This design comes from an exercise in tuning for small area, a short achievable clock period and few clock cycles per item on the open sky130 flow, not from production work.
The RTL was checked by simulation tests, not by an equivalence proof against the original design.
The flow treats the clock pin as an ideal source. Dropping or thinning the clock tree relies on that and would not hold on a real chip.
Power and IR drop assume default switching activity.

==> flow/design.v (excerpt) <==
module fetch_top #(
    parameter int LO_W    = 6,
    parameter int CREDITS = 2
) (
    input  logic        clk,
    input  logic        rst_n_i,
    input  logic        redirect_valid_i,
    input  logic [31:0] redirect_pc_i,
    input  logic        credit_return_i,
    input  logic [7:0]  mem_data_i,
    output logic        fetch_valid_o,
    output logic [31:0] fetch_pc_o,
    output logic [31:0] fetch_insn_o,
    output logic        mem_rd_o,
    output logic [31:0] mem_addr_o
);
    localparam int LO = LO_W + 2;
    logic [31:LO]   hi_q;
    logic [LO-1:2]  rd_lo_q;
    logic [LO-1:2]  dl_lo_q;
    logic [1:0]     off_q;       
    logic [31:0]    insn_q;      
    logic           done_q;      
    logic           valid_q;     
    logic           carry_q;     
    logic [1:0]     occ_q;       
    logic           room;
    logic           last;
    logic           take;
    logic           wrap;
    assign room = (occ_q + {1'b0, valid_q}) < 2'(CREDITS);
    assign last = (off_q == 2'd3) && !carry_q;
    assign take = last && room;
    assign wrap = &rd_lo_q;
    always_ff @(posedge clk) begin
  ...
==> flow/config.mk <==
export PLATFORM = sky130hd
export DESIGN_NAME = fetch_top
export DESIGN_NICKNAME = fetch_top
export VERILOG_FILES = /design/flow/design.v
export SDC_FILE = /design/flow/constraint.sdc
export NUM_CORES = 4
export LEC_CHECK = 0
export ABC_CLOCK_PERIOD_IN_PS = 2000
export CAP_MARGIN = 20
export CORE_MARGIN = 2
export CORE_UTILIZATION = 40
export SETUP_SLACK_MARGIN = 4.65
export SLEW_MARGIN = 20
==> flow/constraint.sdc <==
create_clock -name core_clock -period 7.0 [get_ports {clk}]
set_input_delay 1.4000 -clock core_clock [delete_from_list [all_inputs] [get_ports {clk}]]
set_output_delay 1.4000 -clock core_clock [all_outputs]
set_load 0.01 [all_outputs]
standard.sh (not shown) runs the stock make flow with config.mk's settings and CLKGATE_MAP_FILE= SYNTH_SCRIPT=/design/flow/synth_recipe.tcl, a recipe that flattens the netlist after the stock synthesis.
==> flow/flow/run.sh <==
#!/bin/bash
# standard layout with plain buf_1 port buffers and adjusted clock tree options
set -euo pipefail
export BUFFER_PORTS_ARGS="-buffer_cell sky130_fd_sc_hd__buf_1"
export CTS_ARGS="-sink_clustering_enable -repair_clock_nets -dont_use_dummy_load"
bash standard.sh > flow_standard.log 2>&1
Testbench counts at the start, summed over its fixed seeds: cycles 69,980, items 16,000.
Rerun with:
- ABC_AREA: not set -> 1
- ABC_CLOCK_PERIOD_IN_PS: 2000 -> 2400
- SETUP_SLACK_MARGIN: 4.65 -> 4.6
After rerunning: The new run completed without violations. Die area came out higher by roughly a tenth. Synthesized cell count came out higher by well over a third. Via count goes up by a quarter to a third.
Rerun with:
--- a/flow/flow/run.sh
+++ b/flow/flow/run.sh
@@ -5 +5 @@
-export CTS_ARGS="-sink_clustering_enable -repair_clock_nets -dont_use_dummy_load"
+export CTS_ARGS="-sink_clustering_enable -repair_clock_nets -dont_use_dummy_load -buf_list {sky130_fd_sc_hd__clkbuf_4 sky130_fd_sc_hd__clkbuf_8}"
- ABC_AREA: 1 -> not set
- ABC_CLOCK_PERIOD_IN_PS: 2400 -> not set
Effect:
- The new run completed without violations
- power fell by a few percent
- sequential cell count stays the same
- clock-buffer cell count does not change
- sequential share of layout area rose by 5.1 points
- global-route usage fell by 2.8 points
- final area fell by roughly a tenth
- combinational power fell by roughly a tenth
- routed wire length fell by about a fifth
Rerun with:
--- a/flow/flow/run.sh
+++ b/flow/flow/run.sh
@@ -5 +5 @@
-export CTS_ARGS="-sink_clustering_enable -repair_clock_nets -dont_use_dummy_load -buf_list {sky130_fd_sc_hd__clkbuf_4 sky130_fd_sc_hd__clkbuf_8}"
+export CTS_ARGS="-sink_clustering_enable -repair_clock_nets -dont_use_dummy_load"
- CORE_UTILIZATION: 40 -> 65
After rerunning:
- global-route usage rose by 9.3 points
- cell count fell by 8.3%
- wire length barely changes
- cell area fell by about 0.8%
- die area fell by 37%
- synthesized area does not change
- count of clock-buffer cells in the layout does not change
- clock power stays flat
- sequential share of layout area rose by 0.23 points

* * *

fetch_top again, from the RTL that the note above started with.
clock: 7.0 ns
lec_check: 0
abc_clock_period_in_ps: 2400
cap_margin: 20
core_margin: 2
core_utilization: 40
setup_slack_margin: 4.6
slew_margin: 20
==> flow/flow/run.sh <==
#!/bin/bash
# standard layout with plain buf_1 port buffers and adjusted clock tree options
set -euo pipefail
export BUFFER_PORTS_ARGS="-buffer_cell sky130_fd_sc_hd__buf_1"
export CTS_ARGS="-sink_clustering_enable -repair_clock_nets -dont_use_dummy_load -sink_clustering_size 80 -sink_clustering_max_diameter 400 -sink_clustering_levels 1"
bash standard.sh > flow_standard.log 2>&1
The baseline went through all stages and came out clean.
Testbench counts at the start, summed over its fixed seeds: cycles 69,980, items 16,000.
Edit:
==> flow/flow/run.sh (replaced) <==
#!/bin/bash
# standard layout, with plain buf_1 port buffers instead of the default choice
set -euo pipefail
export BUFFER_PORTS_ARGS="-buffer_cell sky130_fd_sc_hd__buf_1"
bash standard.sh > flow_standard.log 2>&1
CORE_UTILIZATION = 60   (was 40)
=> Sequential cell count does not change. Power went up by roughly a tenth. Via count went up by a few percent. Die area went down by a quarter to a third. Final area went up by a few percent. Combinational power went up slightly. Synthesized cell count does not change. Count of clock-buffer cells in the layout went up by 1. Cell count went down by a few percent. Area after synthesis is unchanged.
Edit:
CORE_UTILIZATION = 40   (was 60)
The changed run produced a clean layout.
Hold slack barely changes.
Utilization falls by 25 points.
Sequential cell count stays the same.
Routed wire length rises by a few percent.
Fmax is about the same.
Register-to-register slack improves by 0.03 ns.
Cell count rises by a few percent.
Clock-buffer cell count falls by 1.
Setup slack degrades by 0.0044 ns.
Clock skew stays flat.
Edit:
==> flow/flow/run.sh (replaced) <==
#!/bin/bash
# standard layout with plain buf_1 port buffers and adjusted clock tree options
set -euo pipefail
export BUFFER_PORTS_ARGS="-buffer_cell sky130_fd_sc_hd__buf_1"
export CTS_ARGS="-sink_clustering_enable -repair_clock_nets -dont_use_dummy_load"
bash standard.sh > flow_standard.log 2>&1
ABC_CLOCK_PERIOD_IN_PS = default   (was 2400)
SETUP_SLACK_MARGIN = 4.65   (was 4.6)
=> Count of clock-buffer cells in the layout is unchanged; register-to-register slack improves by 0.09 ns; design area decreases by about 1.2%.
Edit:
==> flow/flow/run.sh (replaced) <==
#!/bin/bash
# standard layout, with plain buf_1 port buffers instead of the default choice
set -euo pipefail
export BUFFER_PORTS_ARGS="-buffer_cell sky130_fd_sc_hd__buf_1"
bash standard.sh > flow_standard.log 2>&1
SETUP_SLACK_MARGIN = default   (was 4.65)
After rerunning: Final cell count went up by 0.59%. Core utilization stays flat. Non-clock buffer count falls by 4. Register-to-register slack gets worse by 0.10 ns.
Edit:
==> flow/flow/run.sh (replaced) <==
#!/bin/bash
# standard layout with plain buf_1 port buffers and adjusted clock tree options
set -euo pipefail
export BUFFER_PORTS_ARGS="-buffer_cell sky130_fd_sc_hd__buf_1"
export CTS_ARGS="-sink_clustering_enable -repair_clock_nets -dont_use_dummy_load"
bash standard.sh > flow_standard.log 2>&1
ABC_CLOCK_PERIOD_IN_PS = 2400   (was default)
SETUP_SLACK_MARGIN = 4.6   (was default)
Result: The new run completed with no timing, DRC or antenna violations; clock-buffer cell count is unchanged; die area is unchanged; worst setup slack improves by 0.12 ns; total power decreases by 14%; final area drops by 2.5%; worst hold slack is worse by 0.014 ns.

* * *

Another version of the RTL of fetch_top (not shown whole).
Size: about 140 I/O pins, roughly 2900 um^2 of cells after synthesis.
clock: 7.0 ns
lec_check: 0
cap_margin: 20
core_margin: 2
core_utilization: 40
gpl_routability_driven: 0
place_density: 0.8
setup_slack_margin: 4.7
slew_margin: 20
==> flow/flow/run.sh <==
#!/bin/bash
# standard layout with plain buf_1 port buffers and a one-level clock tree
set -euo pipefail
export BUFFER_PORTS_ARGS="-buffer_cell sky130_fd_sc_hd__buf_1"
export CTS_ARGS="-sink_clustering_enable -repair_clock_nets -dont_use_dummy_load"
export POST_CTS_TCL="$PWD/flow/post_cts.tcl"
bash standard.sh > flow_standard.log 2>&1
Other scripts of this flow, unchanged in this note and not shown: flow/flow/post_cts.tcl
Testbench counts at the start, summed over its fixed seeds: cycles 70,352, items 16,000.
Rerun with:
- GPL_ROUTABILITY_DRIVEN: 0 -> unset
- SETUP_SLACK_MARGIN: 4.7 -> 4.74
Result: The changed run completed with no timing, DRC or antenna violations; cell area came out higher by 5.0%; via count came out higher by 2.2%; routed wire length came out higher by 2.8%; worst hold slack stays flat; sequential share of layout area came out lower by 0.77 points; worst setup slack improved by 0.025 ns.
Rerun with:
- SETUP_SLACK_MARGIN: 4.74 -> 4.7
What happened: The changed run produced a clean layout; global-route usage decreases by 1.0 points; design area drops by a few percent; routed wire length falls by a few percent; synthesized cell count is unchanged; area after synthesis is unchanged.
Rerun with:
- CORE_ASPECT_RATIO: unset -> 0.5
The new run passed the timing, DRC and antenna checks.
Global-route usage increases by 1.4 points.
Hold slack degrades by 0.0066 ns.
Critical path depth is unchanged.
Routed wire length increases by about 6%.
Die area increases by about 0.5%.
Cell area stays flat.
Power increases by about 0.8%.
Combinational power increases by about 0.5%.
No run of this note takes its clock network from TritonCTS; it comes from the design's own scripts or RTL.

* * *

fetch_top with an RTL version that a note above also has.
Size in the first run: about 300 cells after synthesis, about 75 flip-flops, roughly 0.0029 mm² of cells after synthesis.
==> flow/config.mk <==
export PLATFORM = sky130hd
export DESIGN_NAME = fetch_top
export DESIGN_NICKNAME = fetch_top
export VERILOG_FILES = /design/flow/design.v
export SDC_FILE = /design/flow/constraint.sdc
export NUM_CORES = 4
export LEC_CHECK = 0
export ABC_CLOCK_PERIOD_IN_PS = 2400
export CAP_MARGIN = 20
export CORE_MARGIN = 2
export CORE_UTILIZATION = 40
export SETUP_SLACK_MARGIN = 4.6
export SLEW_MARGIN = 20
==> flow/constraint.sdc <==
create_clock -name core_clock -period 7.0 [get_ports {clk}]
set_input_delay 1.4000 -clock core_clock [delete_from_list [all_inputs] [get_ports {clk}]]
set_output_delay 1.4000 -clock core_clock [all_outputs]
set_load 0.01 [all_outputs]
==> flow/flow/run.sh <==
#!/bin/bash
# standard layout with plain buf_1 port buffers and adjusted clock tree options
set -euo pipefail
export BUFFER_PORTS_ARGS="-buffer_cell sky130_fd_sc_hd__buf_1"
export CTS_ARGS="-repair_clock_nets -dont_use_dummy_load -root_buf sky130_fd_sc_hd__clkbuf_16 -buf_list sky130_fd_sc_hd__clkbuf_16"
bash standard.sh > flow_standard.log 2>&1
Testbench counts at the start, summed over its fixed seeds: cycles 69,980, items 16,000.
Change:
==> flow/flow/run.sh (replaced) <==
#!/bin/bash
# standard layout with plain buf_1 port buffers and adjusted clock tree options
set -euo pipefail
export BUFFER_PORTS_ARGS="-buffer_cell sky130_fd_sc_hd__buf_1"
export CTS_ARGS="-sink_clustering_enable -repair_clock_nets -dont_use_dummy_load"
bash standard.sh > flow_standard.log 2>&1
Settings changed: ABC_CLOCK_PERIOD_IN_PS 2400 to unset, SETUP_SLACK_MARGIN 4.6 to 4.7.
The new run ran to the end with no violations.
Routed wire length is higher by about 2.4%.
Power shrinks by about 13%.
Final area grows by about 2.3%.
Non-clock buffer count came out higher by 6.
Sequential share of layout area increases by 0.72 points.
Synthesized area stays the same.
Worst setup slack improved by 0.084 ns.
Final cell count is higher by 1.2%.

re-timing with driven ports:
In the flow no input, the clock included, has a driving cell. The finished layouts below were timed again as built, in two steps.
Step 1 sets driving cells, clkbuf_16 on the clock port and buf_2 on the other inputs (assumed; they add their load-dependent delay and slew).
Step 2 adds t to the input delays and takes it off the output delays; t is the mean of the earliest and latest rising clock arrival at the registers after step 1. Input paths then give back, and output paths get back, about the clock's delay inside the block.
Slacks: no drivers / after step 1 / after step 2; pairs: no drivers / after step 1.
| run | shift t [ns] | setup slack, ns | worst register clock-pin slew, ns | worst slew at a driven data input, ns | cell pins on the clock port's net |
|---|---|---|---|---|---|
| the first run of note 1 | 0.364 | 4.690 / 4.661 / 4.469 | 0.09 / 0.09 | 0.04 | 1 |
| the second run of note 1 | 0.363 | 4.644 / 4.616 / 4.374 | 0.08 / 0.08 | 0.04 | 1 |
| the third run of note 1 | 0.363 | 4.667 / 4.637 / 4.395 | 0.09 / 0.09 | 0.04 | 1 |
| the fourth run of note 1 | 0.357 | 4.655 / 4.626 / 4.317 | 0.09 / 0.09 | 0.04 | 1 |
| the first run of note 2 | 0.363 | 4.667 / 4.637 / 4.395 | 0.09 / 0.09 | 0.04 | 1 |
| the second run of note 2 | 0.367 | 4.658 / 4.629 / 4.337 | 0.09 / 0.09 | 0.04 | 1 |
| the third run of note 2 | 0.369 | 4.653 / 4.624 / 4.417 | 0.09 / 0.09 | 0.04 | 1 |
| the fourth run of note 2 | 0.364 | 4.690 / 4.661 / 4.469 | 0.09 / 0.09 | 0.04 | 1 |
| the fifth run of note 2 | 0.370 | 4.546 / 4.517 / 4.211 | 0.09 / 0.09 | 0.04 | 1 |
| the sixth run of note 2 | 0.363 | 4.667 / 4.637 / 4.395 | 0.09 / 0.09 | 0.04 | 1 |
| the first run of note 3 | 0.217 | 4.765 / 4.791 / 4.580 | 0.11 / 0.11 | 0.04 | 4 |
| the second run of note 3 | 0.216 | 4.790 / 4.820 / 4.608 | 0.11 / 0.11 | 0.04 | 4 |
| the third run of note 3 | 0.217 | 4.765 / 4.791 / 4.580 | 0.11 / 0.11 | 0.04 | 4 |
| the fourth run of note 3 | 0.217 | 4.729 / 4.760 / 4.543 | 0.12 / 0.12 | 0.04 | 4 |
| the first run of note 4 | 0.357 | 4.642 / 4.607 / 4.341 | 0.07 / 0.07 | 0.04 | 1 |
| the second run of note 4 | 0.363 | 4.725 / 4.695 / 4.454 | 0.09 / 0.09 | 0.04 | 1 |
After both steps setup and hold are still met in every run listed. For the fourth run of note 1, which loses most, drivers alone change the setup slack by -0.029 ns; drivers and shift together by -0.338 ns.
